This design comes from an exercise in tuning for small area, a short achievable clock period and few clock cycles per item on the open sky130 flow, not from production work.
Power is estimated from default activity; no workload was simulated.

==> flow/design.v (excerpt) <==
module pcie_notify_endpoint
(
    input  logic       trn_clk,
    input  logic       reset,
    input  pcie_tlp_pkg::qword_t     trn_rd,
    input  logic       trn_rsof_n,
    input  logic       trn_reof_n,
    input  logic       trn_rsrc_rdy_n,
    input  logic [6:0] trn_rbar_hit_n,
    output logic       trn_rdst_rdy_n,
    output pcie_tlp_pkg::qword_t     trn_td,
    output logic [7:0] trn_trem_n,
    output logic       trn_tsof_n,
    output logic       trn_teof_n,
    output logic       trn_tsrc_rdy_n,
    input  logic       trn_tdst_rdy_n,
    input  logic [7:0] cfg_bus_number,
    input  logic [4:0] cfg_device_number,
    input  logic [2:0] cfg_function_number
);
Size: about 670 flip-flops, ~170 I/O pins.
Settings: LEC_CHECK=0, ABC_CLOCK_PERIOD_IN_PS=2000, CAP_MARGIN=20, CORE_MARGIN=2, CORE_UTILIZATION=40, PLACE_DENSITY=0.6, SETUP_SLACK_MARGIN=3.4, SLEW_MARGIN=20, TNS_END_PERCENT=100; clock period 6.0 ns.
run.sh (not shown) runs the stock make flow with config.mk's settings and CLKGATE_MAP_FILE= SYNTH_SCRIPT=/design/flow/synth_recipe.tcl, a recipe that flattens the netlist after the stock synthesis.
The starting point produced a clean layout.
==> next run, changes <==
--- a/flow/design.v
+++ b/flow/design.v
@@ -159,25 +159,25 @@
                 blk_c[j] = blk_c[j] | ((&base[c][12 + 4 * j +: 4]) & (j >= 7 ? ch_oh[c] : ch_ohb[c]));
             end
         end
     end
     logic [63:12] addr_hi;
     always_comb begin
         logic [13:0] bc;     
         logic        k;
         bc[0] = cy_c;
         for (int j = 0; j < 13; j++) bc[j + 1] = bc[j] & blk_c[j];
         for (int j = 0; j < 13; j++) begin
-            k = bc[j];
+            k = 1'b1;        
             for (int b = 0; b < 4; b++) begin
-                addr_hi[12 + 4 * j + b] = base_c[12 + 4 * j + b] ^ k;
+                addr_hi[12 + 4 * j + b] = base_c[12 + 4 * j + b] ^ (bc[j] & k);
                 k = k & base_c[12 + 4 * j + b];
             end
         end
     end
     logic [8:0]  lo_nx;
     logic        cy_nx;
     logic [31:0] seq_nx;
     assign lo_nx  = inc9(lo_c);
     assign cy_nx  = cy_c ? (lo_c != base_c[11:3]) : ((lo_c == 9'd0) && (base_c[11:3] != 9'd0));
     assign seq_nx = inc32(seq_c) & {32{!reset}};
     for (genvar c = 0; c < NCH; c++) begin : g_ch
Outcome: Worst setup slack gains 0.14 ns; die area climbs by 1.3%; wire length climbs by 1.4%; final cell count climbs by 3.3%; fmax climbs by 4.9%; non-clock buffer count drops by 22; final area drops by 2.0%; hold slack loses 0.038 ns; sequential power hardly moves; sequential share of layout area climbs by 1.1 points; clock-buffer cell count climbs by 3.
No run of this note included a check of the RTL's function; only the layout flow was run.

---

Setup of v32:
The RTL this note starts from:
==> flow/design.v <==
package pcie_tlp_pkg;
    typedef logic [63:0] qword_t;          
    typedef logic [31:0] dword_t;          
    typedef logic [63:0] pcie_addr_t;      
    typedef logic [15:0] requester_id_t;   
    localparam int TLP_LEN_W = 10;         
    typedef logic [TLP_LEN_W-1:0] tlp_len_t;
    typedef enum logic [7:0] {
        MRD32          = 8'h00,   
        MWR32_3DW      = 8'h40,   
        MWR64_4DW_DATA = 8'h60    
    } tlp_fmt_type_e;
    localparam int       TLP_TAG_W     = 8;          
    localparam tlp_len_t MWR_LENGTH_DW = 10'd2;      
    localparam logic [3:0] FULL_BE     = 4'hF;       
    localparam int       NOTIFY_BEATS  = 3;          
    localparam tlp_len_t RX_LENGTH_DW  = 10'd1;
endpackage
package dma_regs_pkg;
    localparam int NUM_CHANNELS = 4;
    localparam int CHAN_SEL_W   = $clog2(NUM_CHANNELS);
    typedef logic [2:0] chan_idx_t;              
    typedef logic [CHAN_SEL_W-1:0] chan_sel_t;   
    typedef enum logic [1:0] {
        REG_ADDR_LO  = 2'd0,   
        REG_ADDR_HI  = 2'd1,   
        REG_DOORBELL = 2'd2,   
        REG_NONE     = 2'd3    
    } reg_sel_e;
    localparam int BAR_CHAN_MSB = 6;
    localparam int BAR_CHAN_LSB = 4;
    localparam int BAR_SEL_MSB  = 3;
    localparam int BAR_SEL_LSB  = 2;
    localparam int RING_BYTES    = 4096;
    localparam int NOTIFY_STRIDE = 8;            
    typedef logic [$clog2(RING_BYTES)-1:0] ring_off_t;
    typedef logic [31:0] seq_t;
endpackage
module pcie_notify_endpoint
(
    input  logic       trn_clk,
    input  logic       reset,
    input  pcie_tlp_pkg::qword_t     trn_rd,
    input  logic       trn_rsof_n,
    input  logic       trn_reof_n,
    input  logic       trn_rsrc_rdy_n,
    input  logic [6:0] trn_rbar_hit_n,
    output logic       trn_rdst_rdy_n,
    output pcie_tlp_pkg::qword_t     trn_td,
    output logic [7:0] trn_trem_n,
    output logic       trn_tsof_n,
    output logic       trn_teof_n,
    output logic       trn_tsrc_rdy_n,
    input  logic       trn_tdst_rdy_n,
    input  logic [7:0] cfg_bus_number,
    input  logic [4:0] cfg_device_number,
    input  logic [2:0] cfg_function_number
);
    localparam int NCH = 4;
    function automatic logic [51:0] inc52(input logic [51:0] x, input logic cin);
        logic [51:0] p;
        p = x;
        for (int d = 1; d < 52; d = d * 2) begin
            for (int i = 51; i >= d; i--) p[i] = p[i] & p[i - d];
        end
        inc52[0] = x[0] ^ cin;
        for (int i = 1; i < 52; i++) inc52[i] = x[i] ^ (cin & p[i - 1]);
    endfunction
    function automatic logic [31:0] inc32(input logic [31:0] x);
        logic [31:0] p;
        p = x;
        for (int d = 1; d < 32; d = d * 2) begin
            for (int i = 31; i >= d; i--) p[i] = p[i] & p[i - d];
        end
        inc32[0] = !x[0];
        for (int i = 1; i < 32; i++) inc32[i] = x[i] ^ p[i - 1];
    endfunction
    function automatic logic [8:0] inc9(input logic [8:0] x);
        logic [8:0] p;
        p = x;
        for (int d = 1; d < 9; d = d * 2) begin
            for (int i = 8; i >= d; i--) p[i] = p[i] & p[i - d];
        end
        inc9[0] = !x[0];
        for (int i = 1; i < 9; i++) inc9[i] = x[i] ^ p[i - 1];
    endfunction
    assign trn_rdst_rdy_n = 1'b0;     
    assign trn_trem_n     = 8'h00;    
    logic        beat;
    logic        hdr_good;    
    logic        acc;         
    logic [1:0]  ch_in;
    logic [1:0]  sel_in;
    logic [31:0] wdata;       
    logic [NCH-1:0] we_lo, we_hi, we_db;
    logic        db_in;       
    assign beat = !trn_rsrc_rdy_n;
    always_ff @(posedge trn_clk) begin
        if (reset) begin
            hdr_good <= 1'b0;
        end else if (beat) begin
            hdr_good <= !trn_rsof_n && trn_reof_n && !trn_rbar_hit_n[0] &&
                        (trn_rd[63:56] == 8'h40) && (trn_rd[41:32] == 10'd1);
        end
    end
    assign acc    = hdr_good && beat && !trn_reof_n && trn_rsof_n && !trn_rd[38];
    assign ch_in  = trn_rd[37:36];
    assign sel_in = trn_rd[35:34];
    assign wdata  = trn_rd[31:0] & {32{!reset}};
    assign db_in  = acc && (sel_in == 2'd2);
    for (genvar c = 0; c < NCH; c++) begin : g_dec
        assign we_lo[c] = acc && (ch_in == 2'(c)) && (sel_in == 2'd0);
        assign we_hi[c] = acc && (ch_in == 2'(c)) && (sel_in == 2'd1);
        assign we_db[c] = acc && (ch_in == 2'(c)) && (sel_in == 2'd2);
    end
    logic [63:3] base [NCH];
    logic [8:0]  lo   [NCH];
    logic        cy   [NCH];
    logic [31:0] seq  [NCH];
    logic [31:0] db   [NCH];
    logic [NCH-1:0] pend;     
    logic        tvalid_n;    
    logic        tsof_n;
    logic        teof_n;
    logic [63:0] td;
    logic [1:0]  ch_cur;      
    logic [NCH-1:0] ch_oh;    
    logic [NCH-1:0] ch_ohn;   
    logic        upd;         
    logic        upd_a;       
    logic [63:3] base_c;
    logic [8:0]  lo_c;
    logic        cy_c;
    logic [31:0] seq_c;
    logic [31:0] db_c;
    always_comb begin
        base_c = '0;
        lo_c   = '0;
        cy_c   = 1'b0;
        seq_c  = '0;
        db_c   = '0;
        for (int c = 0; c < NCH; c++) begin
            base_c = base_c | (base[c] & {61{ch_oh[c]}});
            lo_c   = lo_c   | (lo[c]   & {9{ch_oh[c]}});
            cy_c   = cy_c   | (cy[c]   & ch_oh[c]);
            seq_c  = seq_c  | (seq[c]  & ~{32{ch_ohn[c]}});
            db_c   = db_c   | (db[c]   & ~{32{ch_ohn[c]}});
        end
    end
    logic [8:0]  lo_nx;
    logic        cy_nx;
    logic [31:0] seq_nx;
    assign lo_nx  = inc9(lo_c);
    assign cy_nx  = cy_c ? (lo_c != base_c[11:3]) : ((lo_c == 9'd0) && (base_c[11:3] != 9'd0));
    assign seq_nx = inc32(seq_c) & {32{!reset}};
    for (genvar c = 0; c < NCH; c++) begin : g_ch
        logic adv_c;      
        logic step_c;     
        assign adv_c  = upd && ch_oh[c];
        assign step_c = upd_a && ch_oh[c];
        always_ff @(posedge trn_clk) begin
            if (reset || we_lo[c]) base[c][31:3]  <= wdata[31:3];
            if (reset || we_hi[c]) base[c][63:32] <= wdata;
            if (reset || adv_c)    seq[c]         <= seq_nx;
            if (we_db[c])          db[c]          <= trn_rd[31:0];
        end
        always_ff @(posedge trn_clk) begin
            if (reset) begin
                lo[c] <= '0;
                cy[c] <= 1'b0;
            end else if (we_lo[c]) begin
                lo[c] <= trn_rd[11:3];
                cy[c] <= 1'b0;
            end else if (we_hi[c]) begin
                lo[c] <= base[c][11:3];
                cy[c] <= 1'b0;
            end else begin
                if (step_c) lo[c] <= lo_nx;
                if (adv_c)  cy[c] <= cy_nx;
            end
        end
    end
    logic        adv;         
    logic        any_pend;
    logic [1:0]  rr_ch;       
    logic [1:0]  nxt_ch;
    logic        start;       
    logic        head;        
    logic [63:0] addr_q;
    logic [63:0] hdr_q;
    assign adv      = tvalid_n || !trn_tdst_rdy_n;
    assign any_pend = |pend;
    assign head     = adv && (tvalid_n || !teof_n);
    assign start    = any_pend || db_in;
    always_comb begin
        logic [NCH-1:0] r;    
        case (ch_cur)
            2'd0:    r = {pend[0], pend[3], pend[2], pend[1]};
            2'd1:    r = {pend[1], pend[0], pend[3], pend[2]};
            2'd2:    r = {pend[2], pend[1], pend[0], pend[3]};
            default: r = {pend[3], pend[2], pend[1], pend[0]};
        endcase
        casez (r)
            4'b???1: rr_ch = ch_cur ^ {ch_cur[0], 1'b1};     
            4'b??10: rr_ch = ch_cur ^ 2'd2;                   
            4'b?100: rr_ch = ch_cur ^ {!ch_cur[0], 1'b1};    
            default: rr_ch = ch_cur;
        endcase
    end
    assign nxt_ch = any_pend ? rr_ch : ch_in;
    assign addr_q = {inc52(base_c[63:12], cy_c), lo_c, 3'b000};
    assign hdr_q  = {8'h60, 14'd0, 10'd2, cfg_bus_number, cfg_device_number, cfg_function_number,
                     6'd0, nxt_ch, 8'hFF};
    always_ff @(posedge trn_clk) begin
        if (adv) begin
            if (!tvalid_n && !tsof_n)           td <= addr_q;
            else if (!tvalid_n && teof_n)       td <= {seq_c, db_c};
            else                                td <= hdr_q;
        end
    end
    always_ff @(posedge trn_clk) begin
        if (reset) begin
            tvalid_n <= 1'b1;
            tsof_n   <= 1'b1;
            teof_n   <= 1'b1;
            ch_cur   <= 2'd0;
            ch_oh    <= 4'b0001;
            ch_ohn   <= 4'b1110;
            upd      <= 1'b0;
            upd_a    <= 1'b0;
            pend     <= '0;
        end else begin
            upd   <= adv && !tvalid_n && tsof_n && teof_n;
            upd_a <= adv && !tvalid_n && !tsof_n;
            if (adv) begin
                if (!tvalid_n && !tsof_n) begin
                    tsof_n <= 1'b1;
                end else if (!tvalid_n && teof_n) begin
                    teof_n <= 1'b0;
                end else begin
                    tvalid_n <= !start;
                    tsof_n   <= !start;
                    teof_n   <= 1'b1;
                end
            end
            if (head && start) begin
                ch_cur <= nxt_ch;
                for (int c = 0; c < NCH; c++) begin
                    ch_oh[c]  <= (nxt_ch == 2'(c));
                    ch_ohn[c] <= (nxt_ch != 2'(c));
                end
            end
            for (int c = 0; c < NCH; c++) begin
                if (head && start && nxt_ch == 2'(c)) pend[c] <= 1'b0;
                else if (we_db[c] && !(head && !any_pend)) pend[c] <= 1'b1;
            end
        end
    end
    assign trn_td         = td;
    assign trn_tsof_n     = tsof_n;
    assign trn_teof_n     = teof_n;
    assign trn_tsrc_rdy_n = tvalid_n;
endmodule
Settings: LEC_CHECK=0, ABC_CLOCK_PERIOD_IN_PS=2000, CAP_MARGIN=20, CORE_MARGIN=2, CORE_UTILIZATION=40, PLACE_DENSITY=0.6, SETUP_SLACK_MARGIN=3.5, SLEW_MARGIN=20, TNS_END_PERCENT=100; clock period 6.0 ns.
The inputs of v27 differ from those of v32 as listed below.
-- flow/design.v --
<<< v32, line 76
        for (int i = 1; i < 32; i++) inc32[i] = x[i] ^ p[i - 1];
    endfunction
    function automatic logic [8:0] inc9(input logic [8:0] x);
        logic [8:0] p;
        p = x;
        for (int d = 1; d < 9; d = d * 2) begin
            for (int i = 8; i >= d; i--) p[i] = p[i] & p[i - d];
        end
        inc9[0] = !x[0];
        for (int i = 1; i < 9; i++) inc9[i] = x[i] ^ p[i - 1];
    endfunction
    assign trn_rdst_rdy_n = 1'b0;     
    assign trn_trem_n     = 8'h00;    
>>> v27, line 76
        for (int i = 1; i < 32; i++) inc32[i] = x[i] ^ p[i - 1];
    endfunction
    assign trn_rdst_rdy_n = 1'b0;     
    assign trn_trem_n     = 8'h00;    
<<< v32, line 126
    logic [1:0]  ch_cur;      
    logic [NCH-1:0] ch_oh;    
    logic [NCH-1:0] ch_ohn;   
    logic        upd;         
    logic        upd_a;       
    logic [63:3] base_c;
    logic [8:0]  lo_c;
>>> v27, line 117
    logic [1:0]  ch_cur;      
    logic [NCH-1:0] ch_oh;    
    logic        upd;         
    logic [63:3] base_c;
    logic [8:0]  lo_c;
<<< v32, line 144
            lo_c   = lo_c   | (lo[c]   & {9{ch_oh[c]}});
            cy_c   = cy_c   | (cy[c]   & ch_oh[c]);
            seq_c  = seq_c  | (seq[c]  & ~{32{ch_ohn[c]}});
            db_c   = db_c   | (db[c]   & ~{32{ch_ohn[c]}});
        end
    end
>>> v27, line 133
            lo_c   = lo_c   | (lo[c]   & {9{ch_oh[c]}});
            cy_c   = cy_c   | (cy[c]   & ch_oh[c]);
            seq_c  = seq_c  | (seq[c]  & {32{ch_oh[c]}});
            db_c   = db_c   | (db[c]   & {32{ch_oh[c]}});
        end
    end
<<< v32, line 151
    logic        cy_nx;
    logic [31:0] seq_nx;
    assign lo_nx  = inc9(lo_c);
    assign cy_nx  = cy_c ? (lo_c != base_c[11:3]) : ((lo_c == 9'd0) && (base_c[11:3] != 9'd0));
    assign seq_nx = inc32(seq_c) & {32{!reset}};
    for (genvar c = 0; c < NCH; c++) begin : g_ch
        logic adv_c;      
        logic step_c;     
        assign adv_c  = upd && ch_oh[c];
        assign step_c = upd_a && ch_oh[c];
        always_ff @(posedge trn_clk) begin
            if (reset || we_lo[c]) base[c][31:3]  <= wdata[31:3];
>>> v27, line 140
    logic        cy_nx;
    logic [31:0] seq_nx;
    logic [8:0]  lo_adv;
    assign lo_adv = lo_c + 9'd1;
    assign lo_nx  = lo_adv & {9{!reset}};
    assign cy_nx  = !reset && (lo_adv != base_c[11:3]) && (cy_c || (&lo_c));
    assign seq_nx = inc32(seq_c) & {32{!reset}};
    for (genvar c = 0; c < NCH; c++) begin : g_ch
        logic adv_c;
        assign adv_c = upd && ch_oh[c];
        always_ff @(posedge trn_clk) begin
            if (reset || we_lo[c]) base[c][31:3]  <= wdata[31:3];
<<< v32, line 175
                lo[c] <= base[c][11:3];
                cy[c] <= 1'b0;
            end else begin
                if (step_c) lo[c] <= lo_nx;
                if (adv_c)  cy[c] <= cy_nx;
            end
        end
>>> v27, line 164
                lo[c] <= base[c][11:3];
                cy[c] <= 1'b0;
            end else if (adv_c) begin
                lo[c] <= lo_nx;
                cy[c] <= cy_nx;
            end
        end
<<< v32, line 194
    assign start    = any_pend || db_in;
    always_comb begin
        logic [NCH-1:0] r;    
        case (ch_cur)
            2'd0:    r = {pend[0], pend[3], pend[2], pend[1]};
            2'd1:    r = {pend[1], pend[0], pend[3], pend[2]};
            2'd2:    r = {pend[2], pend[1], pend[0], pend[3]};
            default: r = {pend[3], pend[2], pend[1], pend[0]};
        endcase
        casez (r)
            4'b???1: rr_ch = ch_cur ^ {ch_cur[0], 1'b1};     
            4'b??10: rr_ch = ch_cur ^ 2'd2;                   
            4'b?100: rr_ch = ch_cur ^ {!ch_cur[0], 1'b1};    
            default: rr_ch = ch_cur;
        endcase
    end
    assign nxt_ch = any_pend ? rr_ch : ch_in;
>>> v27, line 183
    assign start    = any_pend || db_in;
    always_comb begin
        rr_ch = ch_cur;
        for (int k = NCH - 1; k >= 1; k--) begin
            if (pend[2'(ch_cur + 2'(k))]) rr_ch = 2'(ch_cur + 2'(k));
        end
    end
    assign nxt_ch = any_pend ? rr_ch : ch_in;
<<< v32, line 226
            ch_cur   <= 2'd0;
            ch_oh    <= 4'b0001;
            ch_ohn   <= 4'b1110;
            upd      <= 1'b0;
            upd_a    <= 1'b0;
            pend     <= '0;
        end else begin
            upd   <= adv && !tvalid_n && tsof_n && teof_n;
            upd_a <= adv && !tvalid_n && !tsof_n;
            if (adv) begin
                if (!tvalid_n && !tsof_n) begin
>>> v27, line 206
            ch_cur   <= 2'd0;
            ch_oh    <= 4'b0001;
            upd      <= 1'b0;
            pend     <= '0;
        end else begin
            upd <= adv && !tvalid_n && tsof_n && teof_n;
            if (adv) begin
                if (!tvalid_n && !tsof_n) begin
<<< v32, line 246
            if (head && start) begin
                ch_cur <= nxt_ch;
                for (int c = 0; c < NCH; c++) begin
                    ch_oh[c]  <= (nxt_ch == 2'(c));
                    ch_ohn[c] <= (nxt_ch != 2'(c));
                end
            end
            for (int c = 0; c < NCH; c++) begin
>>> v27, line 223
            if (head && start) begin
                ch_cur <= nxt_ch;
                for (int c = 0; c < NCH; c++) ch_oh[c] <= (nxt_ch == 2'(c));
            end
            for (int c = 0; c < NCH; c++) begin
==> comparison <==
- Relative to v32, power dissipated in the clock network has decreased by about 4% in v27.
- Lower clock network latency to the later pin of the worst-skew pair among v32 and v27: v27
- Proportion of power drawn by combinational gates in v27 is 0.2 points below v32.
- v27 has leakage power below what v32 had.
- Parity-gate share of the synthesized area counting xor and xnor cells in v27 is 0.23 points lower than in v32
- v27 — portion of the layout cell area used by non-clock buffers 3.6 points lower, v32 as reference
- Of v32 and v27, v27 shows the lower share of the core filled with cells in the final layout, with v32 above it.
- Changes observed in v27 relative to v32: global-route usage went down by 0.23 points, wire length after detailed routing went down, tap cell count lower.
- Of the two candidates, v32 has the worse power and v27 the better one.
- Final cell area: v27 below v32
- v32 → v27: number of DRC markers after the initial detailed-route iteration -383, initial core utilization roughly the same.
No functional check of the RTL was part of any run of this note.

==> re-timing with driven ports <==
In the flow no input, the clock included, has a driving cell. The finished layouts below were timed again as built, in two steps.
Step 1 sets driving cells, clkbuf_16 on the clock port and buf_2 on the other inputs (assumed; they add their load-dependent delay and slew).
Step 2 times the ports against the registers' clock, not the clock port: input delays grow and output delays shrink by t, the midpoint of the rising clock arrivals with the driver on.
Slacks: ideal ports / drivers / drivers and shift; pairs: ideal ports / drivers.
| run | shift t [ns] | setup slack, ns | hold WS [ns] | slew at the worst register clock pin (ns) | cell pins on the clock port's net |
|---|---|---|---|---|---|
| the first run of note 1 | 0.672 | 3.107 / 3.107 / 2.799 | 0.495 / 0.495 / 0.495 | 0.07 / 0.07 | 1 |
| the second run of note 1 | 0.673 | 3.243 / 3.243 / 2.848 | 0.457 / 0.457 / 0.457 | 0.07 / 0.07 | 1 |
| v32 | 0.702 | 3.143 / 3.169 / 2.466 | 0.483 / 0.483 / 0.483 | 0.07 / 0.07 | 1 |
| v27 | 0.670 | 3.118 / 3.118 / 2.747 | 0.494 / 0.494 / 0.494 | 0.06 / 0.06 | 1 |
After both steps setup and hold are still met in every run listed. The setup slack of v32, which loses most, moves by +0.026 ns with the drivers and by -0.677 ns with both steps.
